Context: an optimization exercise on an open-source flow, tuned for small area and a short achievable clock period. The choices shown serve that exercise and are no tape-out recipe.
The RTL was checked by simulation tests, not by an equivalence proof against the original design.
The clock port is modelled as an ideal driver; clocking choices that lean on that would not hold on a real chip.
No activity file was given, so power comes from the tool's default toggle rates.

==> flow/design.v <==
`default_nettype none
module dmem_pipe_bit (
  input  logic q,
  input  logic r,
  input  logic rn,
  input  logic c,
  output logic d
);
  assign d = ~((q | r) & (c | rn));
endmodule
module dmem_pipe_rd3 (
  input  logic [2:0] s,
  input  logic [2:0] d,
  output logic       y_n
);
  assign y_n = ~|(s & d);
endmodule
module dmem_pipe_rd1 (
  input  logic s,
  input  logic d,
  output logic y_n
);
  assign y_n = ~(s & d);
endmodule
module dmem_pipe_nand (
  input  logic [3:0] a,
  output logic       y
);
  assign y = ~&a;
endmodule
module dmem_pipe_nand3 (
  input  logic [2:0] a,
  output logic       y
);
  assign y = ~&a;
endmodule
module dmem_pipe_nor (
  input  logic [2:0] a,
  output logic       y_n
);
  assign y_n = ~|a;
endmodule
module dmem_pipe #(
  parameter int ADDR_W = 6,
  parameter int DATA_W = 32,
  parameter int LAT    = 2
) (
  input  logic              clk,
  input  logic              rst,
  input  logic              req,
  input  logic              wr,
  input  logic [ADDR_W-1:0] addr,
  input  logic [DATA_W-1:0] din,
  input  logic [DATA_W/8-1:0] be,
  output logic              ready,
  output logic              rvalid,
  output logic [DATA_W-1:0] dout
);
  localparam int DEPTH = 1 << ADDR_W;
  localparam int NB    = DATA_W / 8;
  logic              busy_q;      
  logic              rvalid_q;
  logic [DATA_W-1:0] dout_q;
  logic [7:0]        wlo_q;       
  logic [7:0]        whi_q;
  logic [NB-1:0]     wbe_q;       
  logic [DATA_W-1:0] wcol_q;      
  logic [NB-1:0]     hit_q;       
  logic [1:0]        rd_q [DATA_W];  
  logic              pol_q;       
  logic [DATA_W-1:0] mem_q [DEPTH];
  logic              w_acc;
  logic              w_wr_en;
  logic              w_rd_en;
  logic [NB-1:0]     w_wbe;
  assign w_acc   = req & ~busy_q;
  assign w_wr_en = w_acc & wr & ~rst;
  assign w_rd_en = w_acc & ~wr;
  assign w_wbe = be;
  always_ff @(posedge clk) begin
    pol_q <= (pol_q !== 1'b1);   
  end
  always_ff @(posedge clk) begin
    for (int i = 0; i < 8; i++) begin
      wlo_q[i] <= (addr[2:0] == 3'(i));
      whi_q[i] <= (addr[5:3] == 3'(i));
    end
    wbe_q <= w_wr_en ? w_wbe : '0;
    if (w_wr_en) begin
      wcol_q <= din ^ {DATA_W{~pol_q}};
    end
  end
  logic [DATA_W-1:0] w_mem_d [DEPTH];
  for (genvar w = 0; w < DEPTH; w++) begin : g_word
    for (genvar b = 0; b < NB; b++) begin : g_byte
      logic w_row;
      logic w_row_n;
      assign w_row   = wlo_q[w % 8] & whi_q[w / 8] & wbe_q[b];
      assign w_row_n = ~w_row;
      for (genvar k = 0; k < 8; k++) begin : g_bit
        dmem_pipe_bit u_bit (
          .q (mem_q[w][8*b+k]),
          .r (w_row),
          .rn(w_row_n),
          .c (wcol_q[8*b+k]),
          .d (w_mem_d[w][8*b+k])
        );
      end
    end
  end
  always_ff @(posedge clk) begin
    for (int w = 0; w < DEPTH; w++) begin
      mem_q[w] <= w_mem_d[w];
    end
  end
  logic [DEPTH-1:0] w_sel;
  always_comb begin
    for (int w = 0; w < DEPTH; w++) begin
      w_sel[w] = (addr == ADDR_W'(w));
    end
  end
  for (genvar i = 0; i < DATA_W; i++) begin : g_rd
    logic [21:0] w_l1_n;
    logic [5:0]  w_l2;
    logic [1:0]  w_l3_n;
    for (genvar j = 0; j < 21; j++) begin : g_l1
      dmem_pipe_rd3 u_rd3 (
        .s  (w_sel[3*j +: 3]),
        .d  ({mem_q[3*j+2][i], mem_q[3*j+1][i], mem_q[3*j][i]}),
        .y_n(w_l1_n[j])
      );
    end
    dmem_pipe_rd1 u_rd1 (
      .s  (w_sel[63]),
      .d  (mem_q[63][i]),
      .y_n(w_l1_n[21])
    );
    for (genvar j = 0; j < 4; j++) begin : g_l2
      dmem_pipe_nand u_nand (.a(w_l1_n[4*j +: 4]), .y(w_l2[j]));
    end
    dmem_pipe_nand3 u_nand4 (.a(w_l1_n[18:16]), .y(w_l2[4]));
    dmem_pipe_nand3 u_nand5 (.a(w_l1_n[21:19]), .y(w_l2[5]));
    dmem_pipe_nor u_nor0 (.a(w_l2[2:0]), .y_n(w_l3_n[0]));
    dmem_pipe_nor u_nor1 (.a(w_l2[5:3]), .y_n(w_l3_n[1]));
    always_ff @(posedge clk) begin
      rd_q[i] <= w_l3_n;
    end
  end
  always_ff @(posedge clk) begin
    hit_q <= {NB{wlo_q[addr[2:0]] & whi_q[addr[5:3]]}} & wbe_q;
  end
  logic [DATA_W-1:0] w_rdata;
  always_comb begin
    for (int i = 0; i < DATA_W; i++) begin
      w_rdata[i] = hit_q[i / 8] ? wcol_q[i] : ~&rd_q[i];
    end
    w_rdata = w_rdata ^ {DATA_W{~pol_q}};
  end
  always_ff @(posedge clk or posedge rst) begin
    if (rst) begin
      busy_q   <= 1'b0;
      rvalid_q <= 1'b0;
      dout_q   <= '0;
    end else begin
      busy_q   <= w_rd_en;
      rvalid_q <= busy_q;
      if (busy_q) begin
        dout_q <= w_rdata;
      end
    end
  end
  assign ready  = ~busy_q;
  assign rvalid = rvalid_q;
  assign dout   = dout_q;
endmodule
`default_nettype wire
Settings: LEC_CHECK=0, CAP_MARGIN=20, CORE_MARGIN=2, CORE_UTILIZATION=70, CTS_CLUSTER_DIAMETER=60, CTS_CLUSTER_SIZE=30, GPL_TIMING_DRIVEN=0, SLEW_MARGIN=20, SYNTH_HIERARCHICAL=1; clock period 3.2 ns.
standard.sh (not shown) runs the stock make flow with config.mk's settings and CLKGATE_MAP_FILE= SYNTH_SCRIPT=/design/flow/synth_recipe.tcl, a recipe that flattens the netlist after the stock synthesis.
==> flow/flow/run.sh <==
#!/bin/bash
# The standard layout, in stages, with a different setup margin for timing
# repair before and after clock tree synthesis: before it the clock is ideal,
# so paths from the inputs look slower than they are and paths to the
# outputs faster; repair then works with the real clock tree only.
# Each stage's full output goes to its own log in this folder.
set -euo pipefail
PRE_MARGIN=0
POST_MARGIN=1.2
bash standard.sh synth > log_1_synth.txt 2>&1
bash standard.sh SETUP_SLACK_MARGIN=$PRE_MARGIN floorplan > log_2_floorplan.txt 2>&1
bash standard.sh SETUP_SLACK_MARGIN=$PRE_MARGIN place > log_3_place.txt 2>&1
bash standard.sh SETUP_SLACK_MARGIN=$POST_MARGIN cts > log_4_cts.txt 2>&1
bash standard.sh SETUP_SLACK_MARGIN=$POST_MARGIN route > log_5_route.txt 2>&1
bash standard.sh SETUP_SLACK_MARGIN=$POST_MARGIN finish > log_6_finish.txt 2>&1
test -f out/final.def
Next try:
GPL_TIMING_DRIVEN = default   (was 0)
Setup slack is better by 230 ps.
Global-route usage climbs by 0.36 points.
Wire length fell by a little under a tenth.
Non-clock buffer count falls by 45.
Design area shrinks by a few percent.
Sequential power is about the same.
Critical path depth goes up by 5.
Next try:
--- a/flow/flow/run.sh
+++ b/flow/flow/run.sh
@@ -7,5 +7,5 @@
 set -euo pipefail
 PRE_MARGIN=0
-POST_MARGIN=1.2
+POST_MARGIN=1.35
 bash standard.sh synth > log_1_synth.txt 2>&1
 bash standard.sh SETUP_SLACK_MARGIN=$PRE_MARGIN floorplan > log_2_floorplan.txt 2>&1
Result:
- worst setup slack loses 56 ps
- clock-buffer cell count is unchanged
- utilization goes up by 2.3 points
- cell area increases by 2.8%
- total power rose by 0.52%
- global-route usage rises by 0.42 points
- worst hold slack gets better by 53 ps
Next try:
==> flow/run.sh (new file) <==
#!/bin/bash
# synth_recipe.tcl (not shown) runs the flow's synth.tcl, then flattens the netlist and writes it again
# the make line also repeats each setting of config.mk as NAME=value (left out here)
make -C /OpenROAD-flow-scripts/flow DESIGN_CONFIG=/design/flow/config.mk WORK_HOME=/design/flow/orfs CLKGATE_MAP_FILE= SYNTH_SCRIPT=/design/flow/synth_recipe.tcl finish
SETUP_SLACK_MARGIN = 1.1   (was default)
removed: flow/flow/run.sh
removed: flow/standard.sh
Outcome: Count of clock-buffer cells in the layout decreases by 3. Total power is lower by 0.73%. Critical path depth drops by 7.

==> static timing again, ports no longer ideal <==
How much do the figures lean on ideal ports? The routed layouts below were timed once more, with nothing changed but the port constraints. Step 1 assumes that a clkbuf_16 drives the clock port and a buf_2 every other input. Step 2, shift: input delay + t, output delay - t, t = (earliest + latest rising clock arrival at the registers) / 2. This alone moves slack from input paths to output paths. Slacks: no drivers / after step 1 / after step 2; pairs: no drivers / after step 1.
| run | shift t [ns] | slack for setup (ns) | slew at the worst register clock pin (ns) | worst slew at a driven data input, ns |
|---|---|---|---|---|
| the first run | 0.855 | 0.884 / 0.804 / -0.051 | 0.11 / 0.11 | 0.22 |
| the second run | 0.849 | 1.110 / 1.076 / 0.227 | 0.11 / 0.11 | 0.19 |
| the third run | 0.859 | 1.054 / 1.010 / 0.151 | 0.11 / 0.11 | 0.19 |
| the fourth run | 0.873 | 0.951 / 0.951 / 0.180 | 0.11 / 0.11 | 0.07 |
With both steps, setup timing fails in the first run, where it was met with ideal ports. For the first run, which loses most, drivers alone change the setup slack by -0.080 ns; drivers and shift together by -0.935 ns.
